This is an optimization exercise on Yosys and OpenROAD, whose aim is small area, a short achievable clock period and few clock cycles, not a production implementation. Where RTL was checked, it was by simulation tests only, not by an equivalence proof against the original.

Design rast_top, start of the top module:
module rast_top (
    input  logic        clk,
    input  logic        arst_n,
    input  logic        tri_valid,
    input  logic [47:0] tri_x,
    input  logic [47:0] tri_y,
    input  logic [23:0] tri_color,
    input  logic [15:0] screen_w,
    input  logic [15:0] screen_h,
    input  logic [1:0]  sub_sample,
    output logic        halt,
    output logic        hit_valid,
    output logic [15:0] hit_x,
    output logic [15:0] hit_y,
    output logic [23:0] hit_color
);
Size: about 7,400 cells after synthesis, about 850 flip-flops, about 220 I/O pins, roughly 0.070 sq mm of cells after synthesis.
==> flow/config.mk <==
export PLATFORM = sky130hd
export DESIGN_NAME = rast_top
export DESIGN_NICKNAME = rast_top
export VERILOG_FILES = /design/flow/design.v
export SDC_FILE = /design/flow/constraint.sdc
export NUM_CORES = 4
export LEC_CHECK = 0
export ABC_CLOCK_PERIOD_IN_PS = 3500
export CAP_MARGIN = 20
export CORE_MARGIN = 2
export CORE_UTILIZATION = 40
export SETUP_SLACK_MARGIN = 5
export SLEW_MARGIN = 20
==> flow/constraint.sdc <==
create_clock -name core_clock -period 9.0 [get_ports {clk}]
set_input_delay 1.8000 -clock core_clock [delete_from_list [all_inputs] [get_ports {clk}]]
set_output_delay 1.8000 -clock core_clock [all_outputs]
set_load 0.01 [all_outputs]
run.sh (not shown) runs the stock make flow with config.mk's settings and CLKGATE_MAP_FILE= SYNTH_SCRIPT=/design/flow/synth_recipe.tcl, a recipe that flattens the netlist after the stock synthesis.
Testbench counts at the start, summed over its fixed seeds: cycles 19,127.
Rerun with:
--- a/flow/design.v
+++ b/flow/design.v
@@ -1,10 +1,9 @@
 `timescale 1ns/10ps
 package rast_pkg;
-    localparam int CHUNK_LOG = 2;
-    localparam int CHUNK     = 1 << CHUNK_LOG;
+    localparam int CHUNK = 4;
 endpackage
 `timescale 1ns/10ps
 module bbox_setup (
     input  logic               clk,
     input  logic               arst_n,
     input  logic               tri_valid,
@@ -285,13 +284,13 @@
     output logic               sp_v,
     output logic [12:0]        sp_f,
     output logic [12:0]        sp_l,
     output logic [12:0]        sp_y,
     output logic [23:0]        sp_col
 );
-    localparam int LNS = rast_pkg::CHUNK_LOG;
+    localparam int LNS = $clog2(NS);
     localparam int CW  = 13 - LNS;         
     logic          w_v, w_dir, w_rf;
     logic [12:0]   w_xc, w_y, w_ymp;     
     logic [CW-1:0] w_c, w_cl;
     logic [LNS-1:0] w_wl;
     logic [23:0]   w_col;
@@ -442,13 +441,13 @@
     input  logic signed [14:0] b_ld,
     input  logic               adv,       
     input  logic               rowstep,   
     input  logic               dir,       
     output logic [NS-1:0]      mask
 );
-    localparam int LNS = rast_pkg::CHUNK_LOG;
+    localparam int LNS = $clog2(NS);
     localparam int KW  = 15 + LNS;        
     localparam int EW  = KW;              
     logic signed [28:0] e;
     logic signed [14:0] a, b;
     always_ff @(posedge clk) begin
         if (load) begin
@@ -528,13 +527,13 @@
         case (sub_q)
             2'd0:    begin step_s = 13'd16; mask_m = 14'h3ff0; end
             2'd1:    begin step_s = 13'd8;  mask_m = 14'h3ff8; end
             2'd2:    begin step_s = 13'd4;  mask_m = 14'h3ffc; end
             default: begin step_s = 13'd2;  mask_m = 14'h3ffe; end
         endcase
-        step_ns = step_s << rast_pkg::CHUNK_LOG;
+        step_ns = step_s << $clog2(NS);
     end
     logic               s_ready, w_accept;
     logic signed [28:0] e0_ld, e1_ld, e2_ld;
     logic signed [14:0] a0_ld, a1_ld, a2_ld, b0_ld, b1_ld, b2_ld;
     logic [12:0]        x_ld, y_ld, ym_ld, wsamp_ld;
     logic [23:0]        col_ld;
What happened: Die area is about the same. Via count is lower by 1.4%. Synthesized cell count barely changes. Fmax increases by 0.47%. Critical path depth fell by 2. Non-clock buffer count falls by 83.
Only the layout flow was run in the second run of this note; the RTL was not checked for function there.

* * *

== the baseline ==
rast_top, a different RTL version from the one above (not shown whole).
Size in the first run: ~930 flip-flops, about 220 I/O pins.
Settings: LEC_CHECK=0, ABC_CLOCK_PERIOD_IN_PS=3500, CAP_MARGIN=20, CORE_MARGIN=2, CORE_UTILIZATION=40, SETUP_SLACK_MARGIN=5, SLEW_MARGIN=20; clock period 9.0 ns.
Testbench counts of the baseline, summed over its fixed seeds: cycles 19,154.
Setup changes, the baseline to the candidate
--- a/flow/design.v
+++ b/flow/design.v
@@ -1,14 +1,13 @@
 `timescale 1ns/10ps
 package rast_pkg;
-    localparam int CHUNK_LOG = 2;
-    localparam int CHUNK     = 1 << CHUNK_LOG;
+    localparam int CHUNK = 4;
 endpackage
 `timescale 1ns/10ps
 module bbox_setup (
     input  logic               clk,
     input  logic               arst_n,
     input  logic               tri_valid,
     input  logic [47:0]        tri_x,
     input  logic [47:0]        tri_y,
     input  logic [23:0]        tri_color,
     input  logic [1:0]         sub_q,
@@ -278,21 +277,21 @@
     input  logic [12:0]        wsamp_ld,
     input  logic [23:0]        col_ld,
     output logic               w_accept,
     input  logic               sp_take,
     output logic               sp_v,
     output logic [12:0]        sp_f,
     output logic [12:0]        sp_l,
     output logic [12:0]        sp_y,
     output logic [23:0]        sp_col
 );
-    localparam int LNS = rast_pkg::CHUNK_LOG;
+    localparam int LNS = $clog2(NS);
     localparam int CW  = 13 - LNS;         
     logic          w_v, w_dir, w_rf;
     logic [12:0]   w_xc, w_y, w_ymp;     
     logic [CW-1:0] w_c, w_cl;
     logic [LNS-1:0] w_wl;
     logic [23:0]   w_col;
     logic          stall, w_rowend, w_last, w_adv, w_load;
     logic [NS-1:0] m0, m1, m2, w_mask;
     logic          w_re, w_lc, w_yl;
     logic [CW-1:0] w_cn;
@@ -435,21 +434,21 @@
     input  logic               clk,
     input  logic               load,
     input  logic signed [28:0] e_ld,
     input  logic signed [14:0] a_ld,
     input  logic signed [14:0] b_ld,
     input  logic               adv,       
     input  logic               rowstep,   
     input  logic               dir,       
     output logic [NS-1:0]      mask
 );
-    localparam int LNS = rast_pkg::CHUNK_LOG;
+    localparam int LNS = $clog2(NS);
     localparam int KW  = 15 + LNS;        
     localparam int EW  = KW;              
     logic signed [28:0] e;
     logic signed [14:0] a, b;
     always_ff @(posedge clk) begin
         if (load) begin
             e <= e_ld;
             a <= a_ld;
             b <= b_ld;
         end else if (adv) begin
@@ -521,21 +520,21 @@
     end
     logic [12:0] step_s, step_ns;
     logic [13:0] mask_m;
     always_comb begin
         case (sub_q)
             2'd0:    begin step_s = 13'd16; mask_m = 14'h3ff0; end
             2'd1:    begin step_s = 13'd8;  mask_m = 14'h3ff8; end
             2'd2:    begin step_s = 13'd4;  mask_m = 14'h3ffc; end
             default: begin step_s = 13'd2;  mask_m = 14'h3ffe; end
         endcase
-        step_ns = step_s << rast_pkg::CHUNK_LOG;
+        step_ns = step_s << $clog2(NS);
     end
     logic               s_ready, w_accept;
     logic signed [28:0] e0_ld, e1_ld, e2_ld;
     logic signed [14:0] a0_ld, a1_ld, a2_ld, b0_ld, b1_ld, b2_ld;
     logic [12:0]        x_ld, y_ld, ym_ld, wsamp_ld;
     logic [23:0]        col_ld;
     bbox_setup u_setup (
         .clk, .arst_n, .tri_valid, .tri_x, .tri_y, .tri_color,
         .sub_q, .swm_q, .shm_q, .mask_m, .halt, .w_accept, .s_ready,
         .e0_ld, .e1_ld, .e2_ld, .a0_ld, .a1_ld, .a2_ld, .b0_ld, .b1_ld, .b2_ld,
Findings:
The candidate -> the baseline: total number of vias flat. The candidate vs. the baseline: worst hold slack after final layout held steady, setup slack of the critical path after layout lower, average via count per standard cell level. Comparing the candidate with the baseline, the area enclosed by the die boundary came out essentially unchanged. Per the comparison of the candidate with the baseline, maximum frequency held; count of clock buffers in the final design went up 3. Diff the baseline -> the candidate: final period utilization essentially unchanged; multi-input combinational cell count essentially unchanged; worst stage delay on the critical path decreased 20 ps; fraction of the mapped netlist area in compound gates decreased 0.37 points. The baseline has a higher slew at the pin with the worst max-slew slack than the candidate. The cell area after technology mapping of the candidate and that of the baseline are within noise of each other.
Function not checked in the candidate: the RTL went through the layout flow alone.

[port drivers added, routing unchanged]
No port has a modelled driver above. Below, the same layouts with a new extraction and two added sets of constraints.
Step 1 assumes that a clkbuf_16 drives the clock port and a buf_2 every other input.
Step 2 times the ports against the registers' clock, not the clock port: input delays grow and output delays shrink by t, the midpoint of the rising clock arrivals with the driver on.
a / b / c = ideal / step 1 / step 2; a / b = the first two.
run | t, ns | setup slack, ns | hold slack, ns | worst setup path after step 2
the first run of note 1 | 0.832 | 4.070 / 4.070 / 4.070 | 0.405 / 0.405 / 0.405 | register to register
the second run of note 1 | 0.843 | 4.093 / 4.093 / 4.093 | 0.414 / 0.414 / 0.414 | register to register
the baseline | 0.860 | 4.840 / 4.840 / 4.387 | 0.411 / 0.411 / 0.411 | input to register
the candidate | 0.843 | 4.829 / 4.829 / 4.255 | 0.413 / 0.413 / 0.413 | input to register
After both steps every run listed still meets setup and hold. For the candidate, which loses most, drivers alone change the setup slack by 0.000 ns; drivers and shift together by -0.574 ns.
